Context: an optimization exercise on an open-source flow, tuned for small area and a short achievable clock period. The choices shown serve that exercise and are no tape-out recipe. The RTL was checked by simulation tests, not by an equivalence proof against the original design. Power figures rest on the tool's default switching activity, not on a simulated workload.

==> flow/design.v (outline; a module is shown in full before it is edited, if it fits) <==
// module bin_mult: 5074 lines
module bin_mult #(
  parameter int WIDTH  = 32,
  parameter int STAGES = 4
) (
  input  logic               CLK,
  input  logic               rst_n,
  input  logic [WIDTH-1:0]   A,
  input  logic [WIDTH-1:0]   B,
  output logic [2*WIDTH-1:0] C
);
  // ...
==> flow/flow/run.sh <==
#!/bin/bash
# Own layout flow: the standard synthesis, then a polarity pass over the mapped
# netlist (flow/polarity.py: flips full adders and 2-input gates to remove
# inverters, same registers and same function), then the standard layout steps.
set -uo pipefail
R=orfs/results/sky130hd/bin_mult/base
MARGIN=$(cat flow/margin.txt 2>/dev/null || echo 0)
bash standard.sh synth > log_synth.txt 2>&1 || { tail -20 log_synth.txt; exit 1; }
cp $R/1_2_yosys.v $R/1_2_yosys_standard.v
python3 flow/polarity.py $R/1_2_yosys_standard.v $R/1_2_yosys_polarity.v > log_polarity.txt 2>&1 || { cat log_polarity.txt; exit 1; }
cp $R/1_2_yosys_polarity.v $R/1_2_yosys.v
rm -f $R/1_synth.odb
bash standard.sh finish SETUP_SLACK_MARGIN=$MARGIN > log_layout.txt 2>&1 || { tail -20 log_layout.txt; exit 1; }
==> flow/flow/margin.txt <==
5
==> flow/flow/polarity.py <==
#!/usr/bin/env python3
"""Re-choose signal polarities in a mapped sky130hd netlist to remove inverters.

A full adder is self-dual: FA(~a,~b,~c) = (~sum, ~cout). So each fa_1 may be
flipped (fed the complements of its inputs, giving the complements of its
outputs). A 2-input AND/OR-type gate may take complemented inputs and/or give a
complemented output (and2, nand2, nor2, or2 are one function under the four
choices), and an XOR-type gate may give a complemented output (xor2, xnor2).
Half adders are split into an XOR-type and an AND-type gate first. Inverter
chains are collapsed, the choices are made to minimise the area of the gates
and of the inverters still needed, and those inverters are re-created.
Registers, ports and all other cells keep their function and connections.

usage: polarity.py in.v out.v
"""
import re, sys, random
from collections import defaultdict

PFX = 'sky130_fd_sc_hd__'
AREA = {'inv_1': 3.7536, 'and2_1': 6.256, 'nand2_1': 3.7536, 'or2_1': 6.256,
        'nor2_1': 3.7536, 'xor2_1': 8.7584, 'xnor2_1': 8.7584}
OUTPIN = {'and2_1': 'X', 'nand2_1': 'Y', 'or2_1': 'X', 'nor2_1': 'Y',
          'xor2_1': 'X', 'xnor2_1': 'Y'}
# (input flip, output flip) -> cell, for each starting cell
AO = {
    'and2_1':  {(0, 0): 'and2_1', (0, 1): 'nand2_1', (1, 0): 'nor2_1', (1, 1): 'or2_1'},
    'nand2_1': {(0, 0): 'nand2_1', (0, 1): 'and2_1', (1, 0): 'or2_1', (1, 1): 'nor2_1'},
    'or2_1':   {(0, 0): 'or2_1', (0, 1): 'nor2_1', (1, 0): 'nand2_1', (1, 1): 'and2_1'},
    'nor2_1':  {(0, 0): 'nor2_1', (0, 1): 'or2_1', (1, 0): 'and2_1', (1, 1): 'nand2_1'},
    'xor2_1':  {(0, 0): 'xor2_1', (0, 1): 'xnor2_1', (1, 0): 'xor2_1', (1, 1): 'xnor2_1'},
    'xnor2_1': {(0, 0): 'xnor2_1', (0, 1): 'xor2_1', (1, 0): 'xnor2_1', (1, 1): 'xor2_1'},
}
OUTPINS = {'X', 'Y', 'Q', 'Q_N', 'SUM', 'COUT', 'HI', 'LO'}

def short(t): return t[len(PFX):] if t.startswith(PFX) else t

src = open(sys.argv[1]).read()
first = src.find('  ' + PFX)
header = src[:first]
foot = src.rfind('endmodule')
body = src[first:foot]
cell_re = re.compile(r'\s*(\S+)\s+(\S+)\s*\((.*?)\);', re.S)
pin_re = re.compile(r'\.(\w+)\(\s*((?:\\\S+|[^()\s])+(?:\s*\[\d+\])?)\s*\)')
cells = []
for cm in cell_re.finditer(body):
    cells.append([cm.group(1), cm.group(2), [(p, n.strip()) for p, n in pin_re.findall(cm.group(3))]])
assert body.count(PFX) == len(cells), "parse mismatch"
assert 'assign' not in body

ports = set(mm.group(3) for mm in re.finditer(r'^\s*(input|output)\s+(\[\d+:\d+\]\s+)?(\S+);', header, re.M))
def is_port(net): return net.split('[')[0].strip() in ports

# split half adders
split = []
for typ, name, pl in cells:
    if short(typ) == 'ha_1':
        d = dict(pl)
        split.append([PFX + 'xor2_1', name + 'x', [('A', d['A']), ('B', d['B']), ('X', d['SUM'])]])
        split.append([PFX + 'and2_1', name + 'a', [('A', d['A']), ('B', d['B']), ('X', d['COUT'])]])
    else:
        split.append([typ, name, pl])
cells = split

driver = {}
for ci, (typ, name, pl) in enumerate(cells):
    for p, n in pl:
        if p in OUTPINS: driver[n] = ci
transp = set(ci for ci, (typ, name, pl) in enumerate(cells)
             if short(typ) == 'inv_1' and not is_port(dict(pl)['Y']))
memo = {}
def root(net):
    if net in memo: return memo[net]
    ci = driver.get(net)
    if ci is not None and ci in transp:
        r, ph = root(dict(cells[ci][2])['A'])
        res = (r, ph ^ 1)
    else:
        res = (net, 0)
    memo[net] = res
    return res

# variables: FA -> one var (in = out); gates -> in var and out var
nv = 0
invar, outvar = {}, {}
for ci, (typ, name, pl) in enumerate(cells):
    st = short(typ)
    if st == 'fa_1':
        invar[ci] = outvar[ci] = nv; nv += 1
    elif st in AO:
        invar[ci] = nv; outvar[ci] = nv + 1; nv += 2
x = [0] * nv
cons = defaultdict(list)
for ci, (typ, name, pl) in enumerate(cells):
    if ci in transp: continue
    for p, n in pl:
        if p in OUTPINS: continue
        r, ph = root(n)
        cons[r].append((ci, ph))
port_need = defaultdict(set)
for n in list(driver):
    if is_port(n):
        r, ph = root(n)
        if (r, ph) != (n, 0): port_need[r].add(ph)

def xd(r):
    ci = driver.get(r)
    v = outvar.get(ci) if ci is not None else None
    return x[v] if v is not None else 0
def xc(ci):
    v = invar.get(ci)
    return x[v] if v is not None else 0
def need_inv(r):
    d = xd(r)
    for (ci, ph) in cons[r]:
        if ph ^ d ^ xc(ci): return True
    for ph in port_need.get(r, ()):
        if ph ^ d: return True
    return False
def cell_area(ci):
    st = short(cells[ci][0])
    if st not in AO: return 0.0
    return AREA[AO[st][(x[invar[ci]], x[outvar[ci]])]]
roots_of_var = defaultdict(set)
cells_of_var = defaultdict(set)
for ci in invar:
    for p, n in cells[ci][2]:
        if p in OUTPINS: roots_of_var[outvar[ci]].add(n)
        else: roots_of_var[invar[ci]].add(root(n)[0])
    cells_of_var[invar[ci]].add(ci); cells_of_var[outvar[ci]].add(ci)
allroots = set(cons) | set(port_need)
def total():
    return sum(AREA['inv_1'] for r in allroots if need_inv(r)) + sum(cell_area(ci) for ci in invar)
def local_cost(v):
    return sum(AREA['inv_1'] for r in roots_of_var[v] if need_inv(r)) + sum(cell_area(ci) for ci in cells_of_var[v])
def search():
    improved, it = True, 0
    while improved and it < 50:
        improved = False; it += 1
        for v in range(nv):
            c0 = local_cost(v); x[v] ^= 1
            if local_cost(v) < c0 - 1e-9: improved = True
            else: x[v] ^= 1
    return total()

t0 = total()
is_fa = lambda ci: short(cells[ci][0]) == 'fa_1'
adj = defaultdict(list)
for r, lst in cons.items():
    d = driver.get(r)
    if d is None or not is_fa(d): continue
    for (ci, ph) in lst:
        if is_fa(ci):
            adj[outvar[d]].append((invar[ci], ph)); adj[invar[ci]].append((outvar[d], ph))
comp, comps = {}, []
for ci in invar:
    v0 = invar[ci]
    if not is_fa(ci) or v0 in comp: continue
    cid = len(comps); comps.append([v0]); comp[v0] = cid
    stack = [v0]
    while stack:
        u = stack.pop()
        for (w, ph) in adj[u]:
            if w not in comp:
                comp[w] = cid; x[w] = x[u] ^ ph; comps[-1].append(w); stack.append(w)
gate_vars = [v for ci in invar if not is_fa(ci) for v in (invar[ci], outvar[ci])]
def gate_fix():
    for _ in range(3):
        for v in gate_vars:
            c0 = local_cost(v); x[v] ^= 1
            if local_cost(v) >= c0 - 1e-9: x[v] ^= 1
for vs in comps:
    gate_fix(); c0 = total()
    for v in vs: x[v] ^= 1
    gate_fix()
    if total() >= c0 - 1e-9:
        for v in vs: x[v] ^= 1
best = (search(), list(x))
x[:] = best[1]
t1 = total()

# rebuild
newinv, out_cells = {}, []
def phys(r, ph):
    if ph == 0: return r
    if r not in newinv: newinv[r] = f"_pol{len(newinv)}_"
    return newinv[r]
for ci, (typ, name, pl) in enumerate(cells):
    if ci in transp: continue
    st = short(typ)
    npl = []
    for p, n in pl:
        if p in OUTPINS: npl.append((p, n)); continue
        r, ph = root(n)
        npl.append((p, phys(r, ph ^ xd(r) ^ xc(ci))))
    if st in AO:
        nt = AO[st][(x[invar[ci]], x[outvar[ci]])]
        npl = [((OUTPIN[nt] if p in OUTPINS else p), n) for p, n in npl]
        typ = PFX + nt
    out_cells.append((typ, name, npl))
for r, nm in newinv.items():
    out_cells.append((PFX + 'inv_1', nm + 'i', [('A', r), ('Y', nm)]))
lines = [header.rstrip('\n')]
lines += [f"  wire {nm};" for nm in newinv.values()]
for typ, name, pl in out_cells:
    lines.append(f"  {typ} {name} (")
    lines.append(",\n".join(f"    .{p}({n}{' ' if n.startswith(chr(92)) else ''})" for p, n in pl))
    lines.append("  );")
lines.append("endmodule")
open(sys.argv[2], 'w').write("\n".join(lines) + "\n")
sys.stderr.write(f"polarity: {len(comps)} FA groups; inverters {len(transp)} -> {len(newinv)}; "
                 f"flexible-cell area {t0:.0f} -> {t1:.0f} ({t1 - t0:+.0f} um2)\n")
==> flow/standard.sh <==
#!/bin/bash
# synth_recipe.tcl (not shown) runs the flow's synth.tcl, then flattens the netlist and writes it again
# the make line also repeats each setting of config.mk as NAME=value (left out here)
make -C /OpenROAD-flow-scripts/flow DESIGN_CONFIG=/design/flow/config.mk WORK_HOME=/design/flow/orfs CLKGATE_MAP_FILE= SYNTH_SCRIPT=/design/flow/synth_recipe.tcl "${@:-finish}"
==> flow/config.mk <==
export PLATFORM = sky130hd
export DESIGN_NAME = bin_mult
export DESIGN_NICKNAME = bin_mult
export VERILOG_FILES = /design/flow/design.v
export SDC_FILE = /design/flow/constraint.sdc
export NUM_CORES = 4
export LEC_CHECK = 0
export CAP_MARGIN = 20
export CORE_MARGIN = 2
export CORE_UTILIZATION = 40
export SLEW_MARGIN = 20
==> flow/constraint.sdc <==
create_clock -name core_clock -period 9.0 [get_ports {CLK}]
set_input_delay 1.8000 -clock core_clock [delete_from_list [all_inputs] [get_ports {CLK}]]
set_output_delay 1.8000 -clock core_clock [all_outputs]
set_load 0.01 [all_outputs]
==> results.sh, run 1 <==
export IMPL_multi_input_gates=2340
export IMPL_cp_slowest_cell="clkdlybuf4s50_1"
export IMPL_p_comb_mw=8.15
export IMPL_die_area_sq_um=98600
export IMPL_p_comb_share_pct=51.8
export IMPL_status="finished clean"
export IMPL_setup_viol=0
export IMPL_worstHoldPathCells=0
export IMPL_cts_resized_gates=0
export IMPL_clock_sinks=626
export IMPL_p_sw_share_pct=39.8
export IMPL_rsz0062_at_grt="false"
export IMPL_p_clk_mw=2.97
export IMPL_r2r_setup_slack_ns=5.68
export IMPL_port_buffers=129
export IMPL_nNetsFinal=4199
export IMPL_num_vias=23100
export IMPL_layout_setup_ws_ns=5.61
export IMPL_initial_utilization_pct=40.4
export IMPL_crit_path_start_kind="register"
export IMPL_cp_required_ns=7.20
export IMPL_largest_reg_flops=64
export IMPL_clk_latency_ns=0.64
export IMPL_top_layer="met4"
export IMPL_nFillCells=8577
export IMPL_p_seq_mw=4.61
export IMPL_tap_cells=1265
export IMPL_fmax_mhz=295
==> inputs of run 2 (changes only) <==
==> flow/flow/margin.txt (replaced) <==
6
==> run 2 against run 1 <==
Effect of this change: clock power about the same; first-iteration DRC count up 11%; synthesized area unchanged; count of clock-buffer cells in the layout down 5; die area unchanged; combinational power up 7.1%; still clean; critical path type is now reg2reg; global-route usage up 0.27 points; critical endpoint is now C[59]; register-to-register slack better by 0.23 ns; cell area up 1.5%; sequential share of layout area down 0.14 points; wire length up 4.4%; total power up 3.9%.
==> results.sh, run 2 <==
export IMPL_status="finished clean"
export IMPL_crit_path_max_incr_delay_ns=0.60
export IMPL_fin_crit_sh_pct=34.4
export IMPL_nFillCells=8560
export IMPL_cts_max_level=3
export IMPL_rr_worst_depth=12
export IMPL_hold_violations=0
export IMPL_largest_reg_flops=64
export IMPL_gr_total_overflow=0
export IMPL_insertedDiodeCount=0
export IMPL_synthesis_area_sq_um=38400
export IMPL_synthToLayoutAreaGrowth_pct=14.3
export IMPL_slew_violations=0
export IMPL_relSlewSlack_pct=36.7
export IMPL_path_clk_slew_ns=0.06
export IMPL_place_gp_congestion=0.846
export IMPL_final_common_cell="nand2_1"
export IMPL_rsz0062_at_grt="true"
export IMPL_drive_gt1_share_pct=10.5
export IMPL_clk_latency_ns=0.64
export IMPL_path_delay_family="compound AO/OA/AOI/OAI gates"
export IMPL_vias_per_cell=5.15
export IMPL_clock_sinks=626
export IMPL_ir_worst_vdd_uv=209
export IMPL_fin_crit_ns=3.09
export IMPL_arrival_ns=3.63
export IMPL_fin_worst_skew_ns=0.0259
export IMPL_top_usage_layer="met2"
export IMPL_grt_max_degree=68
export IMPL_end_kind="register"
export IMPL_core_sq_um=95200
export IMPL_cts_root_buf="clkbuf_16"
export IMPL_crit_path_start_kind="register"
export IMPL_power_total_mw=16.3
export IMPL_place_ws_ns=5.66
export IMPL_leakagePower_nw=16.2
export IMPL_die_height_um=314
export IMPL_cp_depth=12
export IMPL_hp_class="reg2reg"
export IMPL_io_pins=130
export IMPL_synth_fp_nets=4140
export IMPL_ant_nets=0
export IMPL_postLayoutCoreUtil_pct=46.2
export IMPL_final_cell_mix="nand2_1 (1039), fa_1 (916), dfxtp_1 (492)"
export IMPL_hold_end="b2_r[28]"
export IMPL_dp_hpwl_mm=67.6
export IMPL_die_area_sq_um=98600
export IMPL_crit_chain="fa_1 -> xor2_2 -> nand4_1 -> nor2_2 -> nand3b_1 -> o21ai_4 -> o2111ai_4 -> buf_6 -> a21boi_4 -> a221oi_4 -> o21bai_1 -> mux2i_1"
export IMPL_max_slew_worst_pin_slew_ns=0.949
export IMPL_syn_avg_cell_area_sq_um=12.2
export IMPL_grt_pass1_vias=26300
export IMPL_firstDrtPassIters=5
export IMPL_grt_usage_pct=20.6
export IMPL_grtUsageMet2_pct=30.7
export IMPL_routedWlPerCell_um=22.0
export IMPL_use_met3_pct=5.66
export IMPL_rows=113
export IMPL_post_route_drc_count=0
export IMPL_drtIter0Drc=1795
export IMPL_multiInputGateArea_sq_um=25100
export IMPL_port_buffers=129
export IMPL_num_vias=23500
export IMPL_setup_viol=0
export IMPL_path_class="reg2reg"
export IMPL_grt_use_met1_pct=29.6
export IMPL_max_flop_register="C"
export IMPL_ctsHoldBuffers=0
export IMPL_fin_tns_setup_ns=0
export IMPL_timing_rr_start="h3_42[2]"
export IMPL_grt_pass1_wl_mm=155
export IMPL_cts_buffer_depth=3
export IMPL_regArea_sq_um=13000
export IMPL_r2r_end="C[59]"
export IMPL_layout_setup_ws_ns=5.91
export IMPL_cts_made_buffers=71
export IMPL_routed_wl_mm=100
export IMPL_cts_tree="yes"
export IMPL_cap_violations=0
export IMPL_cp_required_ns=9.54
export IMPL_nNetsFinal=4234
export IMPL_ys_warnings_count=1
export IMPL_die_x_um=314
export IMPL_r2r_setup_slack_ns=5.91
export IMPL_p_per_area_nw_per_um2=372
export IMPL_hold_start="b1_r[28]"
export IMPL_worstHoldPathCells=0
export IMPL_crit_fanout=4
export IMPL_syn_inst=3155
export IMPL_path_buf_inv=1
export IMPL_initial_utilization_pct=40.4
export IMPL_cp_slowest_cell="fa_1"
export IMPL_fmax_mhz=323
export IMPL_antenna_found_initial=0
## run 2: worst reg2reg max path: cells and delay by family, from the launching register on
family / cells / cell delay, ns
xor+xnor: 1 / 0.21
fa+ha+maj: 1 / 0.60
mux: 1 / 0.21
compound gates: 5 / 0.92
simple gates: 3 / 0.58
buf+inv: 1 / 0.18
flops: 1 / 0.32
## run 2: worst max-delay path by stage
| stage | start | endpoint | slack, ns |
|---|---|---|---|
| 3_5_place_dp | h3_33[0] | C[61] | 5.66 |
| 3_3_place_gp | h3_46[0] | C[61] | 5.72 |
| 6_report | h3_42[2] | C[59] | 5.91 |
| 2_1_floorplan | h3_34[0] | C[61] | 6.11 |
| 4_1_cts | C[3] | C[3] | 5.85 |
| 5_1_grt | h3_34[2] | C[59] | 5.71 |
## run 2: layout make-up
class                           count  area share (%)
Sequential cell                   626            29.7
Timing Repair Buffer              175            3.61
Clock inverter                     37            1.03
Clock buffer                       93            4.54
Inverter                           35           0.308
Tap cell                         1265            3.60
Multi-Input combinational cell   2340            57.2
## run 2: routing by layer
layer / share of wire [%] / wire (um)
met5: 0 / 0
met4: 2.7 / 2750
met3: 11 / 10600
met2: 44 / 44000
met1: 43 / 43000
## run 2: through the flow
step                instances  hold WS [ns]  area [sq um]
global route             4571         0.322         43900
floorplan                3155         0.310         38400
finish                   4571         0.318         43900
CTS                      4549         0.314         43300
detailed placement       4406         0.312         40800
global placement         4406         0.310         40800
## run 2: what timing repair did
action                     in CTS  in global routing
gates resized for setup       339                 54
setup endpoints to repair     202                 67
pin swaps                      28                 20
setup buffers                  13                 22
hold endpoints to repair        0                  0
## run 2: report_power, final
part	total, mW	switching, mW	internal, mW
clock	3.00	1.24	1.76
combinational	8.73	4.70	4.03
sequential	4.61	0.671	3.94

-- afterwards: timing with drivers on the ports --
How much do the figures lean on ideal ports? The routed layouts below were timed once more, with nothing changed but the port constraints. Step 1, drivers: a clkbuf_16 drives CLK and a buf_2 each remaining input, both assumed. Step 2, shift: input delay + t, output delay - t, t = (earliest + latest rising clock arrival at the registers) / 2. This alone moves slack from input paths to output paths. Slacks: no drivers / after step 1 / after step 2; pairs: no drivers / after step 1.
run	shift t [ns]	slack for setup (ns)	worst setup path at the end	latest minus earliest clock arrival (ns)	pins driven straight from the clock port
run 1	0.685	5.611 / 5.547 / 5.675	register to register	0.049 / 0.048	1
run 2	0.697	5.906 / 5.906 / 5.847	input, reset recovery	0.033 / 0.034	1
After both steps every run listed still meets setup and hold. For run 2, which loses most, drivers alone change the setup slack by 0.000 ns; drivers and shift together by -0.059 ns. The worst setup slack also covers recovery checks on asynchronous resets.
